What follows belongs to an exercise in optimizing a design on an open flow for small area, a short achievable clock period and few clock cycles; a production flow would make more cautious choices. Function was checked by simulation only, so behaviour that the tests miss may differ from the original.

--- flow/run.sh ---
#!/bin/bash
# synth_recipe.tcl (not shown) runs the flow's synth.tcl, then flattens the netlist and writes it again
# the make line also repeats each setting of config.mk as NAME=value (left out here)
make -C /OpenROAD-flow-scripts/flow DESIGN_CONFIG=/design/flow/config.mk WORK_HOME=/design/flow/orfs CLKGATE_MAP_FILE= SYNTH_SCRIPT=/design/flow/synth_recipe.tcl finish
--- flow/config.mk ---
export PLATFORM = sky130hd
export DESIGN_NAME = stable_insertion_sort_records
export DESIGN_NICKNAME = stable_insertion_sort_records
export VERILOG_FILES = /design/flow/design.v
export SDC_FILE = /design/flow/constraint.sdc
export NUM_CORES = 4
export LEC_CHECK = 0
export CAP_MARGIN = 20
export CORE_MARGIN = 2
export CORE_UTILIZATION = 30
export PLACE_DENSITY = 0.5
export SLEW_MARGIN = 20
--- flow/constraint.sdc ---
create_clock -name core_clock -period 8.0 [get_ports {clk_i}]
set_input_delay 1.6000 -clock core_clock [delete_from_list [all_inputs] [get_ports {clk_i}]]
set_output_delay 1.6000 -clock core_clock [all_outputs]
set_load 0.01 [all_outputs]
--- flow/design.v ---
package sisr_pkg;
  localparam int unsigned DEF_MAX_RECORDS = 64;
  typedef struct packed {
    logic signed [31:0] key;
    logic signed [31:0] score;
  } rec_t;
  typedef struct packed {
    logic we;
    logic re;
  } mem_ctl_t;
  typedef enum logic [1:0] {
    ST_IDLE,
    ST_INSERT,
    ST_EMIT
  } state_e;
endpackage
module sisr_mem #(
  parameter int unsigned DEPTH = 64,
  parameter int unsigned AW    = 6
) (
  input  logic              clk_i,
  input  sisr_pkg::mem_ctl_t ctl_i,
  input  logic [AW-1:0]     waddr_i,
  input  sisr_pkg::rec_t    wdata_i,
  input  logic [AW-1:0]     raddr_i,
  output sisr_pkg::rec_t    rdata_o
);
  logic [63:0] mem_q [0:DEPTH-1];
  logic [63:0] rdata_q;
  always_ff @(posedge clk_i) begin
    if (ctl_i.we) begin
      mem_q[waddr_i] <= wdata_i;
    end
  end
  always_ff @(posedge clk_i) begin
    if (ctl_i.re) begin
      rdata_q <= mem_q[raddr_i];
    end
  end
  assign rdata_o = rdata_q;
endmodule
module sisr_ctrl #(
  parameter int unsigned MAX_RECORDS = 64,
  parameter int unsigned AW          = 6,
  parameter int unsigned CW          = 7
) (
  input  logic               clk_i,
  input  logic               rst_ni,
  input  logic               in_valid_i,
  output logic               in_ready_o,
  input  sisr_pkg::rec_t     in_rec_i,
  input  logic               last_i,
  output logic               out_valid_o,
  input  logic               out_ready_i,
  output logic               out_last_o,
  output logic               overflow_o,
  output sisr_pkg::mem_ctl_t mem_ctl_o,
  output logic [AW-1:0]      waddr_o,
  output sisr_pkg::rec_t     wdata_o,
  output logic [AW-1:0]      raddr_o,
  input  sisr_pkg::rec_t     rdata_i
);
  sisr_pkg::state_e        state_q, state_d;
  logic [CW-1:0] fill_q, fill_d;
  logic          drop_q, drop_d;
  logic [AW-1:0] pos_q, pos_d;
  sisr_pkg::rec_t          new_q, new_d;
  logic          last_q, last_d;
  logic [CW-1:0] idx_q, idx_d;
  logic          ovalid_q, ovalid_d;
  logic          olast_q, olast_d;
  logic          ovf_q, ovf_d;
  logic          accept;
  logic          full;
  logic          shift;
  logic          emit_rd;
  logic          emit_end;
  logic [CW-1:0] fill_m1;
  logic [CW-1:0] idx_p1;
  assign in_ready_o = (state_q == sisr_pkg::ST_IDLE) && (!ovalid_q || out_ready_i);
  assign accept     = in_valid_i && in_ready_o;
  assign full       = (fill_q == CW'(MAX_RECORDS));
  assign fill_m1    = fill_q - CW'(1);
  assign idx_p1     = idx_q + CW'(1);
  assign shift      = (pos_q != '0) && (rdata_i.score > new_q.score);
  assign emit_rd    = (state_q == sisr_pkg::ST_EMIT) && (!ovalid_q || out_ready_i);
  assign emit_end   = emit_rd && (idx_p1 == fill_q);
  always_comb begin
    state_d = state_q;
    case (state_q)
      sisr_pkg::ST_IDLE: begin
        if (accept) begin
          if (full || fill_q == '0) begin
            state_d = last_i ? sisr_pkg::ST_EMIT : sisr_pkg::ST_IDLE;
          end else begin
            state_d = sisr_pkg::ST_INSERT;
          end
        end
      end
      sisr_pkg::ST_INSERT: begin
        if (!shift) begin
          state_d = last_q ? sisr_pkg::ST_EMIT : sisr_pkg::ST_IDLE;
        end
      end
      sisr_pkg::ST_EMIT: begin
        if (emit_end) begin
          state_d = sisr_pkg::ST_IDLE;
        end
      end
      default: state_d = sisr_pkg::ST_IDLE;
    endcase
  end
  always_comb begin
    fill_d    = fill_q;
    drop_d    = drop_q;
    pos_d     = pos_q;
    new_d     = new_q;
    last_d    = last_q;
    idx_d     = idx_q;
    olast_d   = olast_q;
    ovf_d     = ovf_q;
    mem_ctl_o = '0;
    waddr_o   = pos_q;
    wdata_o   = new_q;
    raddr_o   = pos_q - AW'(2);
    if (ovalid_q && out_ready_i) begin
      ovalid_d = 1'b0;
    end else begin
      ovalid_d = ovalid_q;
    end
    case (state_q)
      sisr_pkg::ST_IDLE: begin
        idx_d = '0;
        if (accept) begin
          new_d  = in_rec_i;
          last_d = last_i;
          if (full) begin
            drop_d = 1'b1;
          end else if (fill_q == '0) begin
            mem_ctl_o.we = 1'b1;
            waddr_o      = '0;
            wdata_o      = in_rec_i;
            fill_d       = CW'(1);
          end else begin
            mem_ctl_o.re = 1'b1;
            raddr_o      = fill_m1[AW-1:0];
            pos_d        = fill_q[AW-1:0];
          end
        end
      end
      sisr_pkg::ST_INSERT: begin
        mem_ctl_o.we = 1'b1;
        if (shift) begin
          wdata_o      = rdata_i;
          pos_d        = pos_q - AW'(1);
          mem_ctl_o.re = (pos_q > AW'(1));
        end else begin
          fill_d = fill_q + CW'(1);
        end
      end
      sisr_pkg::ST_EMIT: begin
        if (emit_rd) begin
          mem_ctl_o.re = 1'b1;
          raddr_o      = idx_q[AW-1:0];
          idx_d        = idx_p1;
          olast_d      = (idx_p1 == fill_q);
          ovf_d        = drop_q;
          ovalid_d     = 1'b1;
        end
        if (emit_end) begin
          fill_d = '0;
          drop_d = 1'b0;
        end
      end
      default: begin
      end
    endcase
  end
  always_ff @(posedge clk_i or negedge rst_ni) begin
    if (!rst_ni) begin
      state_q  <= sisr_pkg::ST_IDLE;
      fill_q   <= '0;
      drop_q   <= 1'b0;
      idx_q    <= '0;
      ovalid_q <= 1'b0;
    end else begin
      state_q  <= state_d;
      fill_q   <= fill_d;
      drop_q   <= drop_d;
      idx_q    <= idx_d;
      ovalid_q <= ovalid_d;
    end
  end
  always_ff @(posedge clk_i) begin
    pos_q   <= pos_d;
    new_q   <= new_d;
    last_q  <= last_d;
    olast_q <= olast_d;
    ovf_q   <= ovf_d;
  end
  assign out_valid_o = ovalid_q;
  assign out_last_o  = olast_q;
  assign overflow_o  = ovf_q;
endmodule
module stable_insertion_sort_records #(
  parameter int unsigned MAX_RECORDS = sisr_pkg::DEF_MAX_RECORDS
) (
  input  logic               clk_i,
  input  logic               rst_ni,
  input  logic               in_valid_i,
  output logic               in_ready_o,
  input  logic signed [31:0] rec_key_i,
  input  logic signed [31:0] score_i,
  input  logic               last_i,
  output logic               out_valid_o,
  input  logic               out_ready_i,
  output logic signed [31:0] out_key_o,
  output logic signed [31:0] out_score_o,
  output logic               out_last_o,
  output logic               overflow_o
);
  localparam int unsigned AW = (MAX_RECORDS > 1) ? $clog2(MAX_RECORDS) : 1;
  localparam int unsigned CW = $clog2(MAX_RECORDS + 1);
  sisr_pkg::rec_t          in_rec;
  sisr_pkg::rec_t          wdata;
  sisr_pkg::rec_t          rdata;
  sisr_pkg::mem_ctl_t      mem_ctl;
  logic [AW-1:0] waddr;
  logic [AW-1:0] raddr;
  assign in_rec.key   = rec_key_i;
  assign in_rec.score = score_i;
  sisr_ctrl #(
    .MAX_RECORDS(MAX_RECORDS),
    .AW         (AW),
    .CW         (CW)
  ) u_ctrl (
    .clk_i      (clk_i),
    .rst_ni     (rst_ni),
    .in_valid_i (in_valid_i),
    .in_ready_o (in_ready_o),
    .in_rec_i   (in_rec),
    .last_i     (last_i),
    .out_valid_o(out_valid_o),
    .out_ready_i(out_ready_i),
    .out_last_o (out_last_o),
    .overflow_o (overflow_o),
    .mem_ctl_o  (mem_ctl),
    .waddr_o    (waddr),
    .wdata_o    (wdata),
    .raddr_o    (raddr),
    .rdata_i    (rdata)
  );
  sisr_mem #(
    .DEPTH(MAX_RECORDS),
    .AW   (AW)
  ) u_mem (
    .clk_i  (clk_i),
    .ctl_i  (mem_ctl),
    .waddr_i(waddr),
    .wdata_i(wdata),
    .raddr_i(raddr),
    .rdata_o(rdata)
  );
  assign out_key_o   = rdata.key;
  assign out_score_o = rdata.score;
endmodule
==> run_results.csv, run 1 <==
group,metric,value,unit
critical_path,cp_common_cell,"buf_4",
synthesis,synth_compound_area_share,7.41,%
critical_path,crit_required,8.72,ns
floorplanning,core-area,553000,um2
drt,num_vias,107000,
critical_path,crit_arrival,7.23,ns
clock_network,h-tree-depth,5,
critical_path,crit_fanout,34,
cells_and_area,stdcell_count,19600,
synthesis,synth.mux.area_fraction,1.16,%
status,status,"timing/DRC/antenna clean",
sta,fmax,154,MHz
cells_and_area,multiInputGateArea,36600,um2
critical_path,path_cells,"ha_1 -> nand4_1 -> a21oi_1 -> a211oi_1 -> a21boi_0 -> o2111ai_1 -> and3_4 -> a21oi_4 -> buf_4 -> o21ai_4 -> buf_4",
clock_network,clock_latency,1.04,ns
sta,worstMarginPinSlew,1.18,ns
sta,tns,0,ns
critical_path,slowest_stage,"a21oi_4",
place,placed_cells,18800,
grt,antenna_found_initial,26,
clock_network,cts.sinks,4251,
drt,drtPass1Iterations,6,
floorplanning,die_area,562000,um2
critical_path,reg2reg_from,"u_mem.rdata_q[12]",
clock_network,hold_buffers,0,
cells_and_area,ff_latch_area,128000,um2
place,dpl_worst_slack,1.06,ns
grt,overflow,0,
synthesis,synth_warnings,2,
sta,skew,0.0921,ns
synthesis,synthesis.area,167000,um2
synthesis,synth_top_area_share,76.2,%
clock_network,post_cts_resized,0,
synthesis,syn_inst,11800,
cells_and_area,num-fill-cells,53200,
synthesis,synthTopCellsByArea,"edfxtp_1 76%, nand2_1 6.4%, a211oi_1 2.3%, nand3_1 2.0%, and3_1 2.0%",
sta,hold_viol,0,
synthesis,ys_seq_area_share,76.4,%
critical_path,reg2reg_depth,11,
synthesis,synth_largest_area_cell,"edfxtp_1",
synthesis,synth_cell_types,65,
sta,rsz0062_at_grt,"no",
floorplanning,fp.dieH,750,um
critical_path,crit_type,"flip-flop to flip-flop",
critical_path,cpPeakStageDelay,0.95,ns
synthesis,yosys.area_share.simple,12.3,%
sta,slew_headroom,21.3,%
sta,worst_hold_slack,0.483,ns
critical_path,critPathLaunchType,"flip-flop",
drt,final_antenna_net_count,0,
place,hpwl,307,mm
synthesis,synth-xor-area-share,0.127,%
synthesis,syn_area_per_cell,14.2,um2
grt,grt_pass1_wl,820,mm
critical_path,cp-startpoint,"u_mem.rdata_q[12]",
synthesis,ys.flop_type,"edfxtp_1",
floorplanning,initial_utilization,30.2,%
sta,worst_slack,1.49,ns
critical_path,r2r_end,"u_mem.mem_q[5][29]",
cells_and_area,layout_commonest_cell,"edfxtp_1",
synthesis,synth_top_family_by_area,"simple AND/OR/NAND/NOR gates",
synthesis,ys_ff_latch,4251,
cells_and_area,drive_gt1_share,9.45,%
clock_network,post-cts-setup-buffers,0,
critical_path,end_kind,"flip-flop",
drt,post_drt_via_cell_ratio,5.45,
floorplanning,rows,273,
drt,drc,0,
synthesis,syn_nets,11900,
grt,grt_usage,20.4,%
critical_path,r2r_setup_slack,1.49,ns
drt,drtIter0Drc,13100,
critical_path,cp.depth,11,
hold_path,worstHoldStart,"u_ctrl.drop_q",
synthesis,async_flop_share,0.423,%
cells_and_area,area_delta_synth_final,15.8,%
grt,grt_max_degree,138,
hold_path,hold_class,"flip-flop to flip-flop",
place,routabilityCongestion,0.780,
critical_path,critPathTopFamily,"compound AO/OA/AOI/OAI gates",
floorplanning,pin_count,137,
sta,fin_crit_sh,81.4,%
clock_network,path_clk_slew,0.06,ns
critical_path,crit_buf_inv,2,
synthesis,synth_edf_count,4233,
synthesis,synthAdderAreaFrac,0.330,%
grt,grt_pass1_vias,101000,
floorplanning,die_x,750,um
flow_run,cap_violations,0,
cells_and_area,nets,12000,
place,port_buffers,136,
clock_network,clk_path_buf_depth,4,
sta,period_minus_slack,6.51,ns
clock_network,cts_root_buf,"clkbuf_16",
sta,slew_viol_final,0,
clock_network,cts_tree,"done",
sta,final-setup-viol-count,0,
hold_path,whs_path_depth,0,
cells_and_area,final_cell_mix,"4233 x edfxtp_1, 2833 x nand2_1, 658 x nand3_1",
hold_path,hold_end,"u_ctrl.ovf_q",
drt,routedWlPerCell,30.4,um
clock_network,cts_buffers,432,
drt,routed_wl,595,mm
layer usage:
layer	vias to the layer above	track usage [%]	routed length (um)
li1	45400	-	-
met1	56000	27.9	251000
met2	4401	33.7	283000
met3	910	2.43	39000
met5	-	0	21
met4	4	6.68	22100
cell type report:
type                    instances  share of cell area [%]
clock inverters               229                   0.908
multi-input cells            6619                    18.9
flip-flops and latches       4251                    66.0
well taps                    7287                    4.72
repair buffers                583                    3.42
clock buffers                 556                    5.92
inverters                      45                  0.0900
diodes                          4                 0.00518
how the worst max path moves through the flow:
| stage | endpoint | slack, ns |
|---|---|---|
| 2_1_floorplan | u_mem.rdata_q[0] | 1.11 |
| 3_3_place_gp | u_mem.rdata_q[43] | 1.11 |
| 3_5_place_dp | u_mem.rdata_q[28] | 1.06 |
| 4_1_cts | u_mem.mem_q[5][29] | 1.52 |
| 5_1_grt | u_mem.mem_q[5][29] | 1.55 |
| 6_report | u_mem.mem_q[5][29] | 1.49 |
flip-flops by register name, summed over array words and instances, names as in the netlist, 2 cells and up:
register        flops
u_ctrl.pos_q        6
u_mem.mem_q      4096
u_ctrl.idx_q        7
u_mem.rdata_q      64
u_ctrl.fill_q       7
u_ctrl.state_q      2
u_ctrl.new_q       64
synthesized netlist by cell type, types with 18 or more instances:
cell type / instances
o22ai_1: 321
ha_1: 44
a32oi_1: 193
buf_2: 247
nor3_1: 71
nand4_1: 268
and3_1: 521
a21boi_0: 52
inv_1: 43
edfxtp_1: 4233
clkbuf_1: 553
a21oi_1: 26
a221o_1: 52
or3_1: 64
nor2_1: 151
nand3_1: 659
nand2_1: 2837
a31oi_1: 514
dfrtp_1: 18
mux2i_1: 193
a211oi_1: 515
buf_1: 36
o21ai_0: 35
metrics by stage:
stage	utilization [%]	cell area, um2
after floorplan	-	167000
after global placement	32.5	180000
after detailed placement	32.5	180000
after CTS	34.9	193000
after global routing	34.9	193000
final	34.9	193000
cells by family after synthesis:
| kind of cell | count (synthesis) |
|---|---|
| and+or+nand+nor | 4611 |
| muxes | 194 |
| AOI/OAI and AO/OA | 1749 |
| xor gates and xnor gates | 21 |
| DFF | 4251 |
| buffers and inverters | 893 |
| adders and majority gates | 44 |
Testbench counts, summed over its fixed seeds: cycles 125,269.
==> run 2: changes to the inputs <==
--- a/flow/config.mk
+++ b/flow/config.mk
@@ -9,4 +9,6 @@
 export CORE_MARGIN = 2
 export CORE_UTILIZATION = 30
 export PLACE_DENSITY = 0.5
+export SETUP_SLACK_MARGIN = 2.5
 export SLEW_MARGIN = 20
+export TNS_END_PERCENT = 5
==> run_results.csv, run 2 <==
group,metric,value,unit
floorplanning,fp.dieH,750,um
sta,hold_viol,0,
place,dpl_worst_slack,1.31,ns
drt,final_antenna_net_count,0,
drt,drc,0,
grt,overflow,0,
synthesis,synth_top_area_share,76.2,%
grt,grt_pass1_vias,99700,
floorplanning,core-area,553000,um2
grt,grt_max_degree,140,
synthesis,synthTopCellsByCount,"4233 x edfxtp_1, 2837 x nand2_1, 659 x nand3_1",
synthesis,async_flop_share,0.423,%
clock_network,clock_latency,1.02,ns
sta,slew_headroom,20.5,%
drt,num_vias,106000,
drt,routedWlPerCell,30.1,um
clock_network,path_clk_slew,0.06,ns
sta,slew_viol_final,0,
cells_and_area,final_cell_mix,"4233 x edfxtp_1, 2833 x nand2_1, 658 x nand3_1",
drt,drtIter0Drc,13200,
clock_network,cts_buffers,420,
synthesis,synth_cell_types,65,
floorplanning,rows,273,
cells_and_area,drive_gt1_share,9.79,%
place,hpwl,304,mm
sta,final-setup-viol-count,0,
hold_path,hold_class,"flip-flop to flip-flop",
cells_and_area,area_delta_synth_final,15.9,%
grt,grt_pass1_wl,811,mm
clock_network,hold_buffers,0,
place,port_buffers,136,
clock_network,cts_root_buf,"clkbuf_16",
synthesis,syn_inst,11800,
sta,skew,0.0866,ns
drt,post_drt_via_cell_ratio,5.42,
sta,worstMarginPinSlew,1.19,ns
cells_and_area,top_register,"u_mem.mem_q",
synthesis,syn_nets,11900,
sta,rsz0062_at_grt,"yes",
sta,worst_slack,2.39,ns
sta,fmax,178,MHz
synthesis,synth_edf_count,4233,
critical_path,crit_type,"primary input to flip-flop",
critical_path,crit_required,8.62,ns
floorplanning,pin_count,137,
clock_network,h-tree-depth,5,
cells_and_area,multiInputGateArea,36600,um2
cells_and_area,largest_reg_flops,4096,
critical_path,end_kind,"flip-flop",
critical_path,critPathLaunchType,"primary input",
clock_network,cts_tree,"done",
synthesis,synth.most_common_cell,"edfxtp_1",
cells_and_area,layout_commonest_cell,"edfxtp_1",
cells_and_area,num-fill-cells,53100,
sta,tns,0,ns
cells_and_area,reg_top3,"u_mem.mem_q x4096, u_ctrl.new_q x64, u_mem.rdata_q x64",
critical_path,crit_fanout,55,
cells_and_area,nets,12100,
flow_run,cap_violations,0,
grt,grt_usage,20.1,%
cells_and_area,ff_latch_area,128000,um2
floorplanning,die_x,750,um
drt,drtPass1Iterations,8,
synthesis,ys_ff_latch,4251,
synthesis,syn_area_per_cell,14.2,um2
synthesis,synthesis.area,167000,um2
synthesis,ys.flop_type,"edfxtp_1",
floorplanning,die_area,562000,um2
synthesis,synth_largest_area_cell,"edfxtp_1",
sta,period_minus_slack,5.61,ns
clock_network,clk_path_buf_depth,4,
synthesis,ys_seq_area_share,76.4,%
drt,routed_wl,589,mm
clock_network,cts.sinks,4251,
place,routabilityCongestion,0.783,
sta,fin_crit_sh,70.1,%
floorplanning,initial_utilization,30.2,%
grt,antenna_found_initial,19,
synthesis,synth_warnings,2,
synthesis,synthTopCellsByArea,"edfxtp_1 76%, nand2_1 6.4%, a211oi_1 2.3%, nand3_1 2.0%, and3_1 2.0%",
critical_path,crit_arrival,6.23,ns
status,status,"timing/DRC/antenna clean",
run 2: logic make-up after synthesis:
logic type      share of synthesized area, %
mux                                     1.16
buf+inv                                 2.22
flops                                   76.4
compound gates                          7.41
simple gates                            12.3
xor+xnor                               0.127
fa+ha+maj                              0.330
run 2: cell type report:
class	instances	area share (%)
clock inverters	263	1.26
diodes	1	0.00129
clock buffers	511	5.68
flip-flops and latches	4251	66.0
multi-input cells	6621	18.9
repair buffers	607	3.38
well taps	7287	4.71
inverters	45	0.101
run 2: final timing paths:
path / startpoint / endpoint / slack (ns) / cells past startpoint
worst max-delay path: out_ready_i / u_mem.mem_q[50][18] / 2.39 / 8
worst min-delay path: u_ctrl.drop_q / u_ctrl.ovf_q / 0.49 / 0
worst max register to register: u_mem.rdata_q[15] / u_mem.mem_q[15][31] / 2.51 / 11
worst min register to register: u_ctrl.drop_q / u_ctrl.ovf_q / 0.49 / 0
max in group asynchronous: rst_ni / u_ctrl.fill_q[5] / 6.36 / 1
min in group asynchronous: rst_ni / u_ctrl.ovalid_q / 1.09 / 1
run 2: timing repair:
| item | 4_1_cts | 5_1_grt |
|---|---|---|
| setup endpoints to repair | 4084 | 127 |
| gates cloned | 1 | 1 |
| buffers inserted | 4 | 8 |
| resized for setup | 9 | 4 |
| pin swaps | 2 | 3 |
run 2: critical path, cell delays in order:
cell             delay [ns]
clkdlybuf4s50_1        0.44
nand2b_2               0.25
nand3_2                0.36
clkinv_16              0.27
nand3_4                0.54
nand4b_1               0.90
nor2_4                 1.19
buf_4                  0.54
run 2: per-stage QoR:
step | area [um2] | utilization (%) | instances | hold WS [ns]
finish | 193000 | 35.0 | 19600 | 0.492
global route | 193000 | 35.0 | 19600 | 0.509
CTS | 193000 | 34.9 | 19600 | 0.489
detailed placement | 180000 | 32.5 | 18800 | 0.476
global placement | 180000 | 32.5 | 18800 | 0.466
floorplan | 167000 | - | 11800 | 0.448
run 2: metal layers:
layer  global-route usage [%]  part of all wire (%)  vias to the layer above  wire length (um)
met5                        0                0.0022                        -                13
met4                     5.91                   3.2                        2             18900
met3                     2.79                   7.0                      814             41100
met2                     33.6                    48                     4471            282000
met1                     27.3                    42                    55600            247000
li1                         -                     -                    45400                 -

==> afterwards: timing with drivers on the ports <==
In the flow no input, the clock included, has a driving cell. The finished layouts below were timed again as built, in two steps. Step 1, drivers: a clkbuf_16 drives clk_i and a buf_2 each remaining input, both assumed. Step 2 adds t to the input delays and takes it off the output delays; t is the mean of the earliest and latest rising clock arrival at the registers after step 1. Input paths then give back, and output paths get back, about the clock's delay inside the block. a / b / c = ideal ports / drivers / drivers and shift; a / b = the first two.
run	shift t [ns]	setup slack, ns	worst setup path after step 2
run 1	1.122	1.491 / 1.491 / 0.959	input to register
run 2	1.111	2.395 / 2.411 / 1.300	input to register
After both steps setup and hold are still met in every run listed. The setup slack of run 2, which loses most, moves by +0.016 ns with the drivers and by -1.095 ns with both steps.
